Context: an optimization exercise on an open-source flow, tuned for small area. The choices shown serve that exercise and are no tape-out recipe. In this exercise RTL edits were held to simulation tests only and were not proved equivalent to the original. Power figures rest on the tool's default switching activity, not on a simulated workload.

v6:
// bar_overlay
module bar_overlay #(
  parameter int NUM_BARS = 4
) (
  input  logic                  clk,
  input  logic                  rst,
  input  logic [NUM_BARS*8-1:0]  bar_value,
  input  logic [NUM_BARS*2-1:0]  bar_mode,
  input  logic [NUM_BARS*11-1:0] bar_xpos,
  input  logic [NUM_BARS*11-1:0] bar_ypos,
  input  logic [NUM_BARS*12-1:0] bar_colour,
  input  logic [NUM_BARS*12-1:0] bar_colour_neg,
  input  logic [10:0]           in_vcount,
  input  logic                  in_vsync,
  input  logic                  in_vblnk,
  input  logic [10:0]           in_hcount,
  input  logic                  in_hsync,
  input  logic                  in_hblnk,
  input  logic [11:0]           in_rgb,
  output logic [10:0]           out_vcount,
  output logic                  out_vsync,
  output logic                  out_vblnk,
  output logic [10:0]           out_hcount,
  output logic                  out_hsync,
  output logic                  out_hblnk,
  output logic [11:0]           out_rgb
);
  logic r_vblnk, r_tick_d, r_prev_ok, w_tick, w_none, w_pf;
  logic [NUM_BARS-1:0] w_hit, w_fill, w_neg, w_flash, w_sel, w_pc, w_pn;
  logic [NUM_BARS-1:0][6:0] w_mag;
  logic [11:0] w_rgb;
  assign w_tick = in_vblnk & ~r_vblnk;
  for (genvar g = 0; g < NUM_BARS; g++) begin : g_bar
    bar_animator u_anim (
  ...
==> module bar_animator, before the edit <==
module bar_animator (
  input  logic       clk,
  input  logic       rst,
  input  logic       i_tick,
  input  logic       i_tick_d,
  input  logic       i_prev_ok,
  input  logic [7:0] i_value,
  input  logic [1:0] i_mode,
  output logic [6:0] o_mag,
  output logic       o_neg,
  output logic       o_flash
);
  logic [6:0] w_v, r_prev, r_mag;
  logic [4:0] r_flash;
  logic       r_neg, w_tneg, w_gt, w_ge, w_mz, w_same, w_inc, w_dec, r_inc, r_dec;
  assign w_v    = i_value[6:0];
  assign w_tneg = (i_mode == 2'd2) & i_value[7];
  assign w_ge   = w_v >= r_mag;
  assign w_gt   = (w_v > r_mag) & (r_mag != 7'd100);
  assign w_mz   = r_mag == 7'd0;
  assign w_same = w_tneg == r_neg;
  assign w_inc  = w_gt & (w_mz | w_same);
  assign w_dec  = ~w_mz & ~(w_same & w_ge);
  always_ff @(posedge clk) begin
    r_inc <= w_inc;
    r_dec <= w_dec;
    if (i_tick) r_prev <= w_v;
  end
  logic w_vz, w_m1;
  assign w_vz = w_v == 7'd0;
  assign w_m1 = r_mag == 7'd1;
  always_ff @(posedge clk) begin
    if (rst) begin
      r_flash <= '0;
      r_neg   <= 1'b0;
      r_mag   <= '0;
    end else begin
      if (i_tick) begin
        if (i_prev_ok && (w_v < r_prev) && (w_v < 7'd100)) r_flash <= 5'd16;
        else if (r_flash != '0)                            r_flash <= r_flash - 5'd1;
        if (w_mz | w_m1) r_neg <= w_tneg & ~w_vz & (w_mz | r_neg);
      end
      if (i_tick_d) begin
        if (r_inc)      r_mag <= r_mag + 7'd1;
        else if (r_dec) r_mag <= r_mag - 7'd1;
      end
    end
  end
  assign o_mag   = r_mag;
  assign o_neg   = r_neg;
  assign o_flash = r_flash[1];
endmodule
Settings: LEC_CHECK=0, CAP_MARGIN=20, CORE_MARGIN=2, CORE_UTILIZATION=40, SLEW_MARGIN=20; clock period 10.0 ns.
standard.sh (not shown) runs the stock make flow with config.mk's settings and CLKGATE_MAP_FILE= SYNTH_SCRIPT=/design/flow/synth_recipe.tcl, a recipe that flattens the netlist after the stock synthesis.
==> flow/flow/run.sh <==
#!/bin/bash
# Own layout flow: the standard layout (standard.sh) from floorplan on,
# fed with an area-oriented synthesis of the same RTL (synth.tcl), tried
# with several ABC scripts, four at a time; the smallest netlist whose
# registers match the standard synthesis's (names and cells) is laid out.
# Each tool's output goes to a log file of its own in this folder.
set -uo pipefail
W=$PWD
F=$W/flow
R=$W/orfs/results/$FLOW_PLATFORM/bar_overlay/base

regs() { grep -oE '^ *sky130_fd_sc_hd__(df|dl|sdf|edf)[a-z0-9_]* +[^ ]+' "$1" | awk '{print $1, $2}' | sort; }

# 1. the standard synthesis: the registers to keep
bash standard.sh synth > $W/std_synth.log 2>&1 || { echo "standard synthesis failed"; exit 1; }
cp $R/1_2_yosys.v $W/std_1_2_yosys.v
regs $W/std_1_2_yosys.v > $W/std_regs.txt
std_area=$(awk '/Chip area/{print $NF}' $W/orfs/reports/$FLOW_PLATFORM/bar_overlay/base/synth_stat.txt)
echo "standard synthesis: area $std_area, $(wc -l < $W/std_regs.txt) registers"

# 2. area-oriented synthesis, one ABC script per job
SCRIPTS=$(ls $F/abc_*.script | sed 's/.*abc_\([0-9]*\)\.script/\1/' | sort -n)
n=0
for s in $SCRIPTS; do
  ( export MY_ABC=$F/abc_$s.script
    make -C $FLOW_HOME DESIGN_CONFIG=$W/config.mk WORK_HOME=$W/syn_$s CLKGATE_MAP_FILE= \
      SYNTH_SCRIPT=$F/synth.tcl synth > $W/syn_$s.log 2>&1 ) &
  n=$((n+1))
  if (( n % 4 == 0 )); then wait; fi
done
wait

best=""; best_area=$std_area
for s in $SCRIPTS; do
  n=$W/syn_$s/results/$FLOW_PLATFORM/bar_overlay/base/1_2_yosys.v
  st=$W/syn_$s/reports/$FLOW_PLATFORM/bar_overlay/base/synth_stat.txt
  [[ -f $n && -f $st ]] || { echo "script $s: no netlist"; continue; }
  a=$(awk '/Chip area/{print $NF}' $st)
  if regs $n | cmp -s - $W/std_regs.txt; then
    echo "script $s: area $a, registers match"
    if awk -v a=$a -v b=$best_area 'BEGIN{exit !(a < b)}'; then best=$s; best_area=$a; fi
  else
    echo "script $s: area $a, registers differ"
  fi
done

# 3. lay out the chosen netlist with the standard flow
if [[ -n $best ]]; then
  echo "using script $best (area $best_area)"
  cp $W/syn_$best/results/$FLOW_PLATFORM/bar_overlay/base/1_2_yosys.v $R/1_2_yosys.v
  rm -f $R/1_synth.odb $R/1_synth.sdc
else
  echo "using the standard synthesis"
fi
# port buffers of the smallest buffer cell; clock tree of small buffers,
# with no dummy loads
bash standard.sh \
  BUFFER_PORTS_ARGS="-buffer_cell sky130_fd_sc_hd__buf_1" \
  CTS_ARGS="-sink_clustering_enable -repair_clock_nets -dont_use_dummy_load -root_buf sky130_fd_sc_hd__clkbuf_8 -buf_list sky130_fd_sc_hd__clkbuf_8" \
  finish > $W/std_layout.log 2>&1 || { echo "layout failed"; tail -20 $W/std_layout.log; exit 1; }
echo "layout done"
Other scripts of this flow, unchanged in this note and not shown: flow/flow/abc_1.script, flow/flow/abc_2.script, flow/flow/abc_3.script, flow/flow/abc_4.script, flow/flow/abc_5.script, flow/flow/abc_6.script, flow/flow/abc_7.script, flow/flow/abc_8.script, flow/flow/lcu_ripple.v, flow/flow/synth.tcl
Edits applied to the flow inputs when going from v6 to v7:
diff --git a/flow/design.v b/flow/design.v
--- a/flow/design.v
+++ b/flow/design.v
@@ -16,7 +16,7 @@
   assign w_v    = i_value[6:0];
   assign w_tneg = (i_mode == 2'd2) & i_value[7];
   assign w_ge   = w_v >= r_mag;
-  assign w_gt   = (w_v > r_mag) & (r_mag != 7'd100);
+  assign w_gt   = (w_v > r_mag) & ~(r_mag[6] & r_mag[5] & r_mag[2]);
   assign w_mz   = r_mag == 7'd0;
   assign w_same = w_tneg == r_neg;
   assign w_inc  = w_gt & (w_mz | w_same);
--- outcome ---
Measured against each other, v7 and v6 differ in routed wire length, the lower figure coming from v6. Diff v6 -> v7: placed cell area lost 0.72%; final setup violation count saw little to no change; clock network fraction of design power comparable; number of placed instances, taps included fell about 0.36%. When the final numbers for v7 and v6 were put side by side, the slew at the pin with the worst max-slew slack turned out to be smaller in v6. Delay of the slowest cell on the worst path on v7 is up relative to v6. Length of routed met2 wiring (higher): v7. In terms of worst hold-check slack, v6 and v7 differ only marginally. Worst setup margin ended up 0.59 ns lower on v7 than on v6. Vertical die dimension in v7 vs v6: down 0.57 um. Comparing v7 and v6, global-route track usage on met1 is lower on v6. v7 ended with more first-pass GRT wire length than v6. v7 and v6 ended up with roughly the same relative area of non-clock buffer cells in the final design.

[separate check: timing with driven ports]
The flow's constraints put no driver on any port. The routed layouts listed below were extracted and timed again, unchanged, in two steps. Step 1 sets driving cells, clkbuf_16 on the clock port and buf_2 on the other inputs (assumed; they add their load-dependent delay and slew). Step 2 times the ports against the registers' clock, not the clock port: input delays grow and output delays shrink by t, the midpoint of the rising clock arrivals with the driver on. Slacks: no drivers / after step 1 / after step 2; pairs: no drivers / after step 1.
run	shift t [ns]	setup WS [ns]	worst setup path at the end	clock arrival spread, ns
v6	0.497	2.516 / 2.505 / 2.008	input to register	0.031 / 0.030
v7	0.489	1.921 / 1.930 / 1.441	input to register	0.038 / 0.038
After both steps every run listed still meets setup and hold. For v6, which loses most, drivers alone change the setup slack by -0.011 ns; drivers and shift together by -0.508 ns.
